Context: an optimization exercise on an open-source flow, tuned for small area, a short achievable clock period and few clock cycles per item. The choices shown serve that exercise and are no tape-out recipe.
In this exercise RTL edits were held to simulation tests only and were not proved equivalent to the original.
Power is estimated from default activity; no workload was simulated.

==> inputs of 06-24 <==
==> flow/design.v (excerpt) <==
module corner_point_merge_table
#(
  parameter int MAX_MARKS = MAX_MARKS_DEF
) (
  input  logic                      clk,
  input  logic                      rst_n,
  input  logic                      in_push,
  output logic                      in_full,
  input  logic [REQ_BITS-1:0]       in_req_type,
  input  logic [COORD_BITS-1:0]     in_point_x,
  input  logic [COORD_BITS-1:0]     in_point_y,
  input  logic [SCORE_BITS-1:0]     in_point_score,
  input  logic [SLOT_BITS-1:0]      in_read_slot,
  output logic                      out_empty,
  input  logic                      out_pop,
  output logic [2:0]                out_action,
  output logic [SLOT_BITS-1:0]      out_slot_index,
  output logic [COORD_BITS-1:0]     out_entry_x,
  output logic [COORD_BITS-1:0]     out_entry_y,
  output logic                      out_entry_valid,
  output logic [COUNT_BITS-1:0]     out_mark_count,
  input  logic                      cfg_we,
  input  logic [CFG_IDX_BITS-1:0]   cfg_index,
  input  logic [CFG_DATA_BITS-1:0]  cfg_data
);
Settings: LEC_CHECK=0, CAP_MARGIN=20, CORE_MARGIN=2, CORE_UTILIZATION=50, SLEW_MARGIN=20; clock period 15.0 ns.
standard.sh (not shown) runs the stock make flow with config.mk's settings and CLKGATE_MAP_FILE= SYNTH_SCRIPT=/design/flow/synth_recipe.tcl, a recipe that flattens the netlist after the stock synthesis.
==> flow/flow/run.sh <==
#!/bin/bash
# Standard synthesis, then the standard layout steps with timing repair aimed
# at more setup slack than the clock period alone asks for. Each step's full
# output goes to its own log file here.
set -euo pipefail
bash standard.sh synth > synth.log 2>&1
bash standard.sh SETUP_SLACK_MARGIN=10.6 TNS_END_PERCENT=5 finish > layout.log 2>&1
==> 07-12: changes against 06-24 <==
--- a/flow/design.v
+++ b/flow/design.v
@@ -159,14 +159,14 @@
     for (int i = 0; i < SCORE_BITS; i++) c = (a[i] & ~b[i]) | ((a[i] | ~b[i]) & c);
     ge_s = c;
   endfunction
   logic [CW-1:0]         mx [0:N-1];
   logic [CW-1:0]         my [0:N-1];
   logic [SCORE_BITS-1:0] ms [0:N-1];
-  logic [N-1:0]          held_r;      
   logic [COUNT_BITS-1:0] count_r;
+  logic [N-1:0]          held;        
   logic                  r_v;
   logic [1:0]            r_kind;      
   logic [CW-1:0]         r_x, r_y;
   logic [SCORE_BITS-1:0] r_score;
   logic [SLOT_BITS-1:0]  r_slot;
   logic [N-1:0]          r_hit, r_higher;
@@ -243,23 +243,28 @@
     prior[0] = 1'b0;
     for (int k = 1; k < N; k++) prior[k] = prior[k-1] | hit[k-1];
   end
   assign first    = hit & ~prior;
   assign any_hit  = |hit;
   assign repl     = |(first & higher);
-  assign room     = !held_r[N-1];
-  assign ins_slot = ~held_r & {held_r[N-2:0], 1'b1};
+  always_comb begin
+    for (int k = 0; k < N; k++) begin
+      held[k]     = count_r > COUNT_BITS'(k);
+      ins_slot[k] = count_r == COUNT_BITS'(k);
+    end
+  end
+  assign room     = !count_r[COUNT_BITS-1];
   assign wmask    = {N{is_offer}} & ((first & higher) | ({N{!any_hit}} & ins_slot));
   always_comb begin
     first_idx = '0;
     for (int k = 0; k < N; k++) if (first[k]) first_idx = first_idx | SLOT_BITS'(k);
   end
   always_comb begin
     for (int k = 0; k < N; k++) rd_dec[k] = (r_slot == SLOT_BITS'(k));
   end
-  assign rd_held = |(rd_dec & held_r);
+  assign rd_held = {1'b0, r_slot} < count_r;
   assign rd_sel  = rd_dec & {N{is_read}};
   assign sel     = first | rd_sel;
   always_comb begin
     sx = '0;
     sy = '0;
     for (int k = 0; k < N; k++) begin
@@ -275,22 +280,20 @@
         ms[k] <= r_score;
       end
     end
   end
   for (genvar k = 0; k < N; k++) begin : g_fold
     always_ff @(posedge clk) begin
-      r_hit[k]    <= wmask[k] ? c_fhit    : (c_hit[k] && held_r[k] && !is_clear);
+      r_hit[k]    <= wmask[k] ? c_fhit    : (c_hit[k] && held[k] && !is_clear);
       r_higher[k] <= wmask[k] ? c_fhigher : c_higher[k];
     end
   end
   always_ff @(posedge clk) begin
     if (!rst_n || is_clear) begin
-      held_r  <= '0;
       count_r <= '0;
     end else begin
-      held_r <= held_r | wmask;
       if (is_offer && !any_hit && room) count_r <= count_r + 1'b1;
     end
   end
   logic [2:0]            a;
   logic [SLOT_BITS-1:0]  sl;
   logic [CW-1:0]         ex, ey;
- CORE_UTILIZATION: 50 -> 60
- PLACE_DENSITY: unset -> 0.68
==> 04-21: changes against 06-24 <==
--- a/flow/design.v
+++ b/flow/design.v
@@ -159,14 +159,14 @@
     for (int i = 0; i < SCORE_BITS; i++) c = (a[i] & ~b[i]) | ((a[i] | ~b[i]) & c);
     ge_s = c;
   endfunction
   logic [CW-1:0]         mx [0:N-1];
   logic [CW-1:0]         my [0:N-1];
   logic [SCORE_BITS-1:0] ms [0:N-1];
-  logic [N-1:0]          held_r;      
   logic [COUNT_BITS-1:0] count_r;
+  logic [N-1:0]          held;        
   logic                  r_v;
   logic [1:0]            r_kind;      
   logic [CW-1:0]         r_x, r_y;
   logic [SCORE_BITS-1:0] r_score;
   logic [SLOT_BITS-1:0]  r_slot;
   logic [N-1:0]          r_hit, r_higher;
@@ -243,23 +243,28 @@
     prior[0] = 1'b0;
     for (int k = 1; k < N; k++) prior[k] = prior[k-1] | hit[k-1];
   end
   assign first    = hit & ~prior;
   assign any_hit  = |hit;
   assign repl     = |(first & higher);
-  assign room     = !held_r[N-1];
-  assign ins_slot = ~held_r & {held_r[N-2:0], 1'b1};
+  always_comb begin
+    for (int k = 0; k < N; k++) begin
+      held[k]     = count_r > COUNT_BITS'(k);
+      ins_slot[k] = count_r == COUNT_BITS'(k);
+    end
+  end
+  assign room     = !count_r[COUNT_BITS-1];
   assign wmask    = {N{is_offer}} & ((first & higher) | ({N{!any_hit}} & ins_slot));
   always_comb begin
     first_idx = '0;
     for (int k = 0; k < N; k++) if (first[k]) first_idx = first_idx | SLOT_BITS'(k);
   end
   always_comb begin
     for (int k = 0; k < N; k++) rd_dec[k] = (r_slot == SLOT_BITS'(k));
   end
-  assign rd_held = |(rd_dec & held_r);
+  assign rd_held = {1'b0, r_slot} < count_r;
   assign rd_sel  = rd_dec & {N{is_read}};
   assign sel     = first | rd_sel;
   always_comb begin
     sx = '0;
     sy = '0;
     for (int k = 0; k < N; k++) begin
@@ -275,22 +280,20 @@
         ms[k] <= r_score;
       end
     end
   end
   for (genvar k = 0; k < N; k++) begin : g_fold
     always_ff @(posedge clk) begin
-      r_hit[k]    <= wmask[k] ? c_fhit    : (c_hit[k] && held_r[k] && !is_clear);
+      r_hit[k]    <= wmask[k] ? c_fhit    : (c_hit[k] && held[k] && !is_clear);
       r_higher[k] <= wmask[k] ? c_fhigher : c_higher[k];
     end
   end
   always_ff @(posedge clk) begin
     if (!rst_n || is_clear) begin
-      held_r  <= '0;
       count_r <= '0;
     end else begin
-      held_r <= held_r | wmask;
       if (is_offer && !any_hit && room) count_r <= count_r + 1'b1;
     end
   end
   logic [2:0]            a;
   logic [SLOT_BITS-1:0]  sl;
   logic [CW-1:0]         ex, ey;
- CTS_BUF_LIST: unset -> sky130_fd_sc_hd__clkbuf_8
==> comparison table <==
| item | 06-24 | 07-12 | 04-21 |
|---|---|---|---|
| Internal cell power | 15.0 mW | 14.4 mW | 13.8 mW |
| PnR Total Power | 21.0 mW | 19.9 mW | 19.5 mW |
| Synthesized instance count | 13,000 | 12,800 | 12,800 |
| Post-Synth Simple-Gate Area | 7.95% | 8.56% | 8.56% |
| Seq group | 9.12 mW | 8.95 mW | 8.96 mW |
| Number of buffers and inverters on the critical path | 2 | 3 | 3 |
| Power in combinational cells | 3.40 mW | 3.11 mW | 3.14 mW |
| Fraction of standard cell area in multi-input logic | 35.5% | 37.2% | 36.9% |
| Number of global-route vias before repair | 118,000 | 118,000 | 116,000 |
| Multi-input combinational gate total | 8,325 | 8,415 | 8,417 |
| Portion of synthesized cell area occupied by the leading cell type | 50.2% | 50.3% | 50.3% |
| Clock Pin Slew Worst Setup and Hold Paths | 70 ps | 60 ps | 60 ps |
| DIE AREA | 307,000 sq um | 256,000 sq um | 306,000 sq um |
| Outcome | no timing/DRC/antenna violations | no timing/DRC/antenna violations | no timing/DRC/antenna violations |
| FF+latch count | 2,974 | 2,911 | 2,911 |
| Worst-case register-to-register setup slack | 10,190 ps | 10,110 ps | 10,090 ps |
| Sink count of the clock tree | 2,974 | 2,911 | 2,911 |
| Unique masters post-synth | 103 | 114 | 114 |
| Number of register bits inferred by synthesis | 2,974 | 2,911 | 2,911 |
| Fraction of final layout cells sized beyond drive strength 1 | 16.1% | 17.4% | 19.6% |
| Layout fillers | 24,200 | 17,400 | 24,600 |
| Switching component of the power | 5.91 mW | 5.45 mW | 5.72 mW |
| Clock buffer count from CTS | 333 | 322 | 527 |
| Compound-Gate Fraction of Synth Area | 17.0% | 16.2% | 16.2% |
| Height of the die | 554 um | 505 um | 553 um |
Testbench counts of 06-24, summed over its fixed seeds: cycles 6,384, items 6,360.
Testbench counts of 07-12, summed over its fixed seeds: cycles 6,384, items 6,360.
Testbench counts of 04-21, summed over its fixed seeds: cycles 6,384, items 6,360.

re-timing with driven ports:
In the flow no input, the clock included, has a driving cell. The finished layouts below were timed again as built, in two steps. Step 1 assumes that a clkbuf_16 drives the clock port and a buf_2 every other input. Step 2 adds t to the input delays and takes it off the output delays; t is the mean of the earliest and latest rising clock arrival at the registers after step 1. Input paths then give back, and output paths get back, about the clock's delay inside the block. Three values: no drivers, after step 1, after step 2; two values: the first two.
run | shift t [ns] | setup WS [ns] | hold WS [ns] | pins driven straight from the clock port
06-24 | 1.062 | 10.188 / 10.175 / 9.317 | 0.326 / 0.326 / 0.326 | 1
07-12 | 1.018 | 10.110 / 10.061 / 9.348 | 0.325 / 0.325 / 0.325 | 1
04-21 | 1.285 | 10.092 / 10.092 / 9.380 | 0.319 / 0.319 / 0.319 | 1
After both steps every run listed still meets setup and hold. For 06-24, which loses most, drivers alone change the setup slack by -0.013 ns; drivers and shift together by -0.871 ns.
